Background: an optimization exercise with open tools, aiming at small area and a short achievable clock period. Do not read the settings as production practice. The RTL was checked by simulation tests, not by an equivalence proof against the original design. Power and IR drop assume default switching activity.

==> inputs of v31 <==
==> flow/design.v <==
localparam int ADDR_W         = 32;
localparam int WORD_W         = 32;
localparam int PAGE_OFFSET_W  = 10;
localparam int PAGE_W         = ADDR_W - PAGE_OFFSET_W;
localparam int LINE_ADDR_W    = 8;
localparam int WORDS_PER_PAGE = 256;
localparam int BUBBLE_CYCLES  = 5;
module icache_top
(
    input  logic        clk,
    input  logic        rst_n,
    input  logic [31:0] i_pc_fetch,
    output logic [31:0] o_code_fetch,
    input  logic [31:0] i_spi_fetch,
    input  logic        i_spi_ready,
    output logic [31:0] o_spi_address,
    output logic        o_spi_addr_valid,
    output logic        o_clk_enable,
    output logic        o_icache_miss,
    output logic        o_core_bubble
);
localparam int ADDR_W         = 32;
localparam int WORD_W         = 32;
localparam int PAGE_OFFSET_W  = 10;
localparam int PAGE_W         = ADDR_W - PAGE_OFFSET_W;
localparam int LINE_ADDR_W    = 8;
localparam int WORDS_PER_PAGE = 256;
localparam int BUBBLE_CYCLES  = 5;
    localparam int LOG_G  = 3;                           
    localparam int G      = 1 << LOG_G;
    localparam int RING   = 16;                          
    logic        st_idle;
    logic [4:0]  st_bubble;
    logic        st_psel;
    logic        st_load;
    logic        st_fetch;
    logic        st_update;
    logic        st_bubbling;
    logic [PAGE_W-1:0] page;
    logic              page_ok;
    logic              hit;
    logic [LINE_ADDR_W-1:0] cnt;
    logic [LINE_ADDR_W-1:0] wcnt;
    logic [3:0]             rot;
    logic [3:0]             vpos [0:RING-1];          
    logic [3:0]             vq   [0:RING-1];          
    logic                   wr_strobe;
    logic                   last_word;
    logic [WORD_W-1:0] buf_q [0:G-1];
    logic [WORD_W-1:0] ring  [0:WORDS_PER_PAGE-1];
    assign hit       = page_ok && (i_pc_fetch[ADDR_W-1:PAGE_OFFSET_W] == page);
    assign wr_strobe = st_fetch && i_spi_ready;
    assign last_word = wr_strobe && (cnt == 8'hff);
    always_ff @(posedge clk or negedge rst_n)
    begin
        if (!rst_n)
        begin
            st_idle   <= 1'b1;
            st_bubble <= '0;
            st_psel   <= 1'b0;
            st_load   <= 1'b0;
            st_fetch  <= 1'b0;
            st_update <= 1'b0;
            st_bubbling <= 1'b0;
        end
        else
        begin
            st_idle   <= (st_idle && hit) || st_update;
            st_bubble <= {st_bubble[3:0], st_idle && !hit};
            st_psel   <= st_bubble[4];
            st_load   <= st_psel;
            st_fetch  <= st_load || (st_fetch && !last_word);
            st_update <= last_word;
            st_bubbling <= (st_idle && !hit) || (st_bubbling && !st_bubble[4]);
        end
    end
    always_ff @(posedge clk or negedge rst_n)
    begin
        if (!rst_n)
        begin
            page_ok <= 1'b0;
        end
        else if (st_psel)
        begin
            page_ok <= 1'b0;
        end
        else if (st_update)
        begin
            page_ok <= ~&page;
        end
    end
    always_ff @(posedge clk or negedge rst_n)
    begin
        if (!rst_n)
        begin
            page <= '0;
        end
        else if (st_psel)
        begin
            page <= i_pc_fetch[ADDR_W-1:PAGE_OFFSET_W];
        end
    end
    always_ff @(posedge clk or negedge rst_n)
    begin
        if (!rst_n)
        begin
            cnt <= '0;
        end
        else if (wr_strobe)
        begin
            cnt <= cnt + 1'b1;
        end
    end
    always_ff @(posedge clk)
    begin
        if (wr_strobe)
        begin
            buf_q[cnt[LOG_G-1:0]] <= i_spi_fetch;
        end
    end
    logic [3:0]             wpos;
    logic                   ring_wr;
    logic [WORD_W-1:0]      ring_wdata;
    assign wpos       = wcnt[3:0] - rot - 1'b1;
    assign ring_wr    = (cnt != wcnt) && (wpos[LOG_G-1:0] == '0);
    assign ring_wdata = buf_q[wcnt[LOG_G-1:0]];
    always_ff @(posedge clk or negedge rst_n)
    begin
        if (!rst_n)
        begin
            for (int p = 0; p < RING; p++)
            begin
                vq[p] <= '0;
            end
        end
        else
        begin
            for (int p = 0; p < RING; p++)
            begin
                vq[p] <= vq[(p + 1) % RING] ^ 4'((p + 1) % RING) ^ 4'(p);
            end
        end
    end
    always_comb
    begin
        for (int p = 0; p < RING; p++)
        begin
            vpos[p] = vq[p] ^ 4'(p);
        end
    end
    assign rot = vpos[0];
    always_ff @(posedge clk or negedge rst_n)
    begin
        if (!rst_n)
        begin
            wcnt <= '0;
        end
        else if (ring_wr)
        begin
            wcnt <= wcnt + 1'b1;
        end
    end
    always_ff @(posedge clk)
    begin
        for (int h = 0; h < WORDS_PER_PAGE / RING; h++)
        begin
            for (int p = 0; p < RING; p++)
            begin
                if ((p % G == 0) && ring_wr && (wcnt[7:4] == h) && (wpos[3:LOG_G] == p / G))
                begin
                    ring[h * RING + p] <= ring_wdata;
                end
                else
                begin
                    ring[h * RING + p] <= ring[h * RING + (p + 1) % RING];
                end
            end
        end
    end
    logic [LINE_ADDR_W-1:0] ridx;
    logic                   bypass;
    logic [15:0]            sel_lo;
    logic [15:0]            sel_hi;
    logic [WORD_W-1:0]      ring_word;
    logic [WORD_W-1:0]      rd_word;
    assign ridx   = i_pc_fetch[PAGE_OFFSET_W-1:2];
    assign bypass = (wcnt != '0) && (ridx >= wcnt);
    always_comb
    begin
        sel_hi = '0;
        sel_hi[ridx[7:4]] = 1'b1;
        for (int p = 0; p < RING; p++)
        begin
            sel_lo[p] = (ridx[3:0] == vpos[p]);
        end
    end
    logic [WORD_W-1:0] ring_out [0:15];
    always_comb
    begin
        ring_word = '0;
        for (int h = 0; h < 16; h++)
        begin
            ring_out[h] = '0;
            for (int p = 0; p < RING; p++)
            begin
                ring_out[h] = ring_out[h] | ({WORD_W{sel_lo[p]}} & ring[h * RING + p]);
            end
            ring_word = ring_word | ({WORD_W{sel_hi[h]}} & ring_out[h]);
        end
    end
    assign rd_word = bypass ? buf_q[ridx[LOG_G-1:0]] : ring_word;
    always_ff @(posedge clk or negedge rst_n)
    begin
        if (!rst_n)
        begin
            o_code_fetch <= '0;
        end
        else if (hit)
        begin
            o_code_fetch <= rd_word;
        end
        else
        begin
            o_code_fetch <= '0;
        end
    end
    assign o_spi_address    = {page, cnt, 2'b00};
    assign o_spi_addr_valid = st_fetch;
    assign o_core_bubble    = st_bubbling;
    assign o_clk_enable     = st_idle && hit;
    assign o_icache_miss    = !hit;
endmodule
==> flow/run.sh <==
#!/bin/bash
# synth_recipe.tcl (not shown) runs the flow's synth.tcl, then flattens the netlist and writes it again
# the make line also repeats each setting of config.mk as NAME=value (left out here)
make -C /OpenROAD-flow-scripts/flow DESIGN_CONFIG=/design/flow/config.mk WORK_HOME=/design/flow/orfs CLKGATE_MAP_FILE= SYNTH_SCRIPT=/design/flow/synth_recipe.tcl finish
==> flow/config.mk <==
export PLATFORM = sky130hd
export DESIGN_NAME = icache_top
export DESIGN_NICKNAME = icache_top
export VERILOG_FILES = /design/flow/design.v
export SDC_FILE = /design/flow/constraint.sdc
export NUM_CORES = 4
export LEC_CHECK = 0
export CAP_MARGIN = 10
export CORE_MARGIN = 2
export CORE_UTILIZATION = 62
export CTS_CLUSTER_DIAMETER = 80
export CTS_CLUSTER_SIZE = 30
export PLACE_DENSITY = 0.7
export SETUP_SLACK_MARGIN = 1.6
export SLEW_MARGIN = 10
export SYNTH_MEMORY_MAX_BITS = 16384
==> flow/constraint.sdc <==
create_clock -name core_clock -period 5.5 [get_ports {clk}]
set_input_delay 1.1000 -clock core_clock [delete_from_list [all_inputs] [get_ports {clk}]]
set_output_delay 1.1000 -clock core_clock [all_outputs]
set_load 0.01 [all_outputs]
==> v26: changes against v31 <==
==> flow/design.v, changed modules only <==
module icache_top
(
    input  logic        clk,
    input  logic        rst_n,
    input  logic [31:0] i_pc_fetch,
    output logic [31:0] o_code_fetch,
    input  logic [31:0] i_spi_fetch,
    input  logic        i_spi_ready,
    output logic [31:0] o_spi_address,
    output logic        o_spi_addr_valid,
    output logic        o_clk_enable,
    output logic        o_icache_miss,
    output logic        o_core_bubble
);
localparam int ADDR_W         = 32;
localparam int WORD_W         = 32;
localparam int PAGE_OFFSET_W  = 10;
localparam int PAGE_W         = ADDR_W - PAGE_OFFSET_W;
localparam int LINE_ADDR_W    = 8;
localparam int WORDS_PER_PAGE = 256;
localparam int BUBBLE_CYCLES  = 5;
    localparam int LOG_G  = 3;                           
    localparam int G      = 1 << LOG_G;
    localparam int RING   = 16;                          
    logic        st_idle;
    logic [4:0]  st_bubble;
    logic        st_psel;
    logic        st_load;
    logic        st_fetch;
    logic        st_update;
    logic        st_bubbling;
    logic [PAGE_W-1:0] page;
    logic              page_ok;
    logic              hit;
    logic [LINE_ADDR_W-1:0] cnt;
    logic [LINE_ADDR_W-1:0] wcnt;
    logic [3:0]             vpos [0:RING-1];          
    logic [3:0]             vq   [0:RING-1];          
    logic                   wr_strobe;
    logic                   last_word;
    logic [WORD_W-1:0] buf_q [0:G-1];
    logic [WORD_W-1:0] ring  [0:WORDS_PER_PAGE-1];
    assign hit       = page_ok && (i_pc_fetch[ADDR_W-1:PAGE_OFFSET_W] == page);
    assign wr_strobe = st_fetch && i_spi_ready;
    assign last_word = wr_strobe && (cnt == 8'hff);
    always_ff @(posedge clk or negedge rst_n)
    begin
        if (!rst_n)
        begin
            st_idle   <= 1'b1;
            st_bubble <= '0;
            st_psel   <= 1'b0;
            st_load   <= 1'b0;
            st_fetch  <= 1'b0;
            st_update <= 1'b0;
            st_bubbling <= 1'b0;
        end
        else
        begin
            st_idle   <= (st_idle && hit) || st_update;
            st_bubble <= {st_bubble[3:0], st_idle && !hit};
            st_psel   <= st_bubble[4];
            st_load   <= st_psel;
            st_fetch  <= st_load || (st_fetch && !last_word);
            st_update <= last_word;
            st_bubbling <= (st_idle && !hit) || (st_bubbling && !st_bubble[4]);
        end
    end
    always_ff @(posedge clk or negedge rst_n)
    begin
        if (!rst_n)
        begin
            page_ok <= 1'b0;
        end
        else if (st_psel)
        begin
            page_ok <= 1'b0;
        end
        else if (st_update)
        begin
            page_ok <= ~&page;
        end
    end
    always_ff @(posedge clk or negedge rst_n)
    begin
        if (!rst_n)
        begin
            page <= '0;
        end
        else if (st_psel)
        begin
            page <= i_pc_fetch[ADDR_W-1:PAGE_OFFSET_W];
        end
    end
    always_ff @(posedge clk or negedge rst_n)
    begin
        if (!rst_n)
        begin
            cnt <= '0;
        end
        else if (wr_strobe)
        begin
            cnt <= cnt + 1'b1;
        end
    end
    always_ff @(posedge clk)
    begin
        if (wr_strobe)
        begin
            buf_q[cnt[LOG_G-1:0]] <= i_spi_fetch;
        end
    end
    logic [3:0]             wpos;
    logic [3:0]             npend;
    logic                   ring_wr;
    logic [WORD_W-1:0]      ring_wdata;
    assign ring_wr    = (npend != '0) && (wpos[LOG_G-1:0] == '0);
    assign ring_wdata = buf_q[wcnt[LOG_G-1:0]];
    always_ff @(posedge clk or negedge rst_n)
    begin
        if (!rst_n)
        begin
            wpos  <= 4'hf;
            npend <= '0;
        end
        else
        begin
            if (!ring_wr)
            begin
                wpos <= wpos - 1'b1;
            end
            if (wr_strobe && !ring_wr)
            begin
                npend <= npend + 1'b1;
            end
            else if (!wr_strobe && ring_wr)
            begin
                npend <= npend - 1'b1;
            end
        end
    end
    always_ff @(posedge clk or negedge rst_n)
    begin
        if (!rst_n)
        begin
            for (int p = 0; p < RING; p++)
            begin
                vq[p] <= '0;
            end
        end
        else
        begin
            for (int p = 0; p < RING; p++)
            begin
                vq[p] <= vq[(p + 1) % RING] ^ 4'((p + 1) % RING) ^ 4'(p);
            end
        end
    end
    always_comb
    begin
        for (int p = 0; p < RING; p++)
        begin
            vpos[p] = vq[p] ^ 4'(p);
        end
    end
    always_ff @(posedge clk or negedge rst_n)
    begin
        if (!rst_n)
        begin
            wcnt <= '0;
        end
        else if (ring_wr)
        begin
            wcnt <= wcnt + 1'b1;
        end
    end
    always_ff @(posedge clk)
    begin
        for (int h = 0; h < WORDS_PER_PAGE / RING; h++)
        begin
            for (int p = 0; p < RING; p++)
            begin
                if ((p % G == 0) && ring_wr && (wcnt[7:4] == h) && (wpos[3:LOG_G] == p / G))
                begin
                    ring[h * RING + p] <= ring_wdata;
                end
                else
                begin
                    ring[h * RING + p] <= ring[h * RING + (p + 1) % RING];
                end
            end
        end
    end
    logic [LINE_ADDR_W-1:0] ridx;
    logic                   bypass;
    logic [15:0]            sel_lo;
    logic [15:0]            sel_hi;
    logic [WORD_W-1:0]      ring_word;
    logic [WORD_W-1:0]      rd_word;
    assign ridx   = i_pc_fetch[PAGE_OFFSET_W-1:2];
    assign bypass = (wcnt != '0) && (ridx >= wcnt);
    always_comb
    begin
        sel_hi = '0;
        sel_hi[ridx[7:4]] = 1'b1;
        for (int p = 0; p < RING; p++)
        begin
            sel_lo[p] = (ridx[3:0] == vpos[p]);
        end
    end
    logic [WORD_W-1:0] ring_out [0:15];
    always_comb
    begin
        ring_word = '0;
        for (int h = 0; h < 16; h++)
        begin
            ring_out[h] = '0;
            for (int p = 0; p < RING; p++)
            begin
                ring_out[h] = ring_out[h] | ({WORD_W{sel_lo[p]}} & ring[h * RING + p]);
            end
            ring_word = ring_word | ({WORD_W{sel_hi[h]}} & ring_out[h]);
        end
    end
    logic [WORD_W-1:0] rd_q;
    logic [WORD_W-1:0] byp_q;
    logic              bypass_q;
    logic              hit_q;
    always_ff @(posedge clk)
    begin
        rd_q     <= ring_word;
        byp_q    <= buf_q[ridx[LOG_G-1:0]];
        bypass_q <= bypass;
    end
    always_ff @(posedge clk or negedge rst_n)
    begin
        if (!rst_n)
        begin
            hit_q <= 1'b0;
        end
        else
        begin
            hit_q <= hit;
        end
    end
    assign rd_word      = bypass_q ? byp_q : rd_q;
    assign o_code_fetch = hit_q ? rd_word : '0;
    assign o_spi_address    = {page, cnt, 2'b00};
    assign o_spi_addr_valid = st_fetch;
    assign o_core_bubble    = st_bubbling;
    assign o_clk_enable     = st_idle && hit;
    assign o_icache_miss    = !hit;
endmodule
==> flow/flow/run.sh (new file) <==
#!/bin/bash
# Own layout flow: the standard flow, with plain buffers on the ports and
# cell sizing not held to the same footprint. The tool output goes to a log
# file in the work folder.
set -euo pipefail
W=$(pwd)
bash standard.sh MATCH_CELL_FOOTPRINT=0 "BUFFER_PORTS_ARGS=-buffer_cell sky130_fd_sc_hd__buf_4" finish > $W/flow_layout.log 2>&1
==> flow/standard.sh (new file) <==
#!/bin/bash
# synth_recipe.tcl (not shown) runs the flow's synth.tcl, then flattens the netlist and writes it again
# the make line also repeats each setting of config.mk as NAME=value (left out here)
make -C /OpenROAD-flow-scripts/flow DESIGN_CONFIG=/design/flow/config.mk WORK_HOME=/design/flow/orfs CLKGATE_MAP_FILE= SYNTH_SCRIPT=/design/flow/synth_recipe.tcl "${@:-finish}"
CORE_UTILIZATION = 52   (was 62)
PLACE_DENSITY = 0.6   (was 0.7)
SETUP_SLACK_MARGIN = 2.0   (was 1.6)
removed: flow/run.sh
==> v29: changes against v31 <==
--- a/flow/design.v
+++ b/flow/design.v
@@ -43,7 +43,6 @@
     logic [LINE_ADDR_W-1:0] wcnt;
     logic [3:0]             rot;
     logic [3:0]             vpos [0:RING-1];          
-    logic [3:0]             vq   [0:RING-1];          
     logic                   wr_strobe;
     logic                   last_word;
     logic [WORD_W-1:0] buf_q [0:G-1];
@@ -130,22 +129,15 @@
         begin
             for (int p = 0; p < RING; p++)
             begin
-                vq[p] <= '0;
+                vpos[p] <= 4'(p);
             end
         end
         else
         begin
             for (int p = 0; p < RING; p++)
             begin
-                vq[p] <= vq[(p + 1) % RING] ^ 4'((p + 1) % RING) ^ 4'(p);
-            end
-        end
-    end
-    always_comb
-    begin
-        for (int p = 0; p < RING; p++)
-        begin
-            vpos[p] = vq[p] ^ 4'(p);
+                vpos[p] <= vpos[(p + 1) % RING];
+            end
         end
     end
     assign rot = vpos[0];
CORE_UTILIZATION = 45   (was 62)
CTS_CLUSTER_DIAMETER = unset   (was 80)
PLACE_DENSITY = 0.55   (was 0.7)
SETUP_SLACK_MARGIN = 1.5   (was 1.6)
==> notes.md <==
Sequential share of layout area, lowest first: v29, v31, v26. Setup slack: v26 > v31 > v29. Of v29 and v26, v29 has the higher non-clock buffer count (gap 292). v29 completed with no timing, DRC or antenna violations. v31 finished with timing, DRC and antenna clean. v26 passed the timing, design-rule and antenna checks. In v26 the worst hold slack is worse than in v29, by 150 ps. In synthesized area, v29 and v31 hardly differ. Global-route usage, lowest first: v29, v26, v31. The highest clock skew belongs to v29, the lowest to v31.
==> figures <==
	v31	v26	v29
Number of buffers and inverters on the critical path	2	2	5
Switching power share of the total	25.0%	25.7%	21.8%
Routed via count	155313	149420	156562
Instance count on the critical path	8	7	13
Fmax	0.248 GHz	0.271 GHz	0.226 GHz
Worst Setup EP	ring[8][0]$_DFF_P_	ring[96][9]$_DFF_P_	o_code_fetch[21]$_DFF_PN0_
Tot GR Track Use	35.7%	29.8%	28.7%
Data required time of the critical path	6320 ps	6360 ps	6550 ps
Net count reported at finish	18067	17853	18587
Overall die height	625 um	682 um	733 um
Clock sink count	8594	8636	8594
Clock slew at the register clock pins of the worst setup and hold paths	120 ps	110 ps	70 ps
Result of the run	finished clean	finished clean	finished clean
Fraction of the mapped netlist area in simple logic gates	4.08%	3.83%	4.03%
Starting utilization of the core area	62.4%	52.3%	45.2%
Placed Cells incl. Taps	22644	23490	24575

separate check: timing with driven ports:
No port has a modelled driver above. Below, the same layouts with a new extraction and two added sets of constraints. Step 1 sets driving cells, clkbuf_16 on the clock port and buf_2 on the other inputs (assumed; they add their load-dependent delay and slew). Step 2, shift: input delay + t, output delay - t, t = (earliest + latest rising clock arrival at the registers) / 2. This alone moves slack from input paths to output paths. a / b / c = ideal ports / drivers / drivers and shift; a / b = the first two.
run	shift t [ns]	slack for setup (ns)	latest minus earliest clock arrival (ns)	worst data-port slew with drivers (ns)
v31	1.107	1.474 / 1.474 / 0.607	0.051 / 0.051	0.17
v26	1.098	1.816 / 1.774 / 0.842	0.066 / 0.066	0.31
v29	1.264	1.070 / 1.068 / -0.195	0.094 / 0.093	0.18
With both steps, setup timing fails in v29, where it was met with ideal ports. For v29, which loses most, drivers alone change the setup slack by -0.002 ns; drivers and shift together by -1.265 ns.
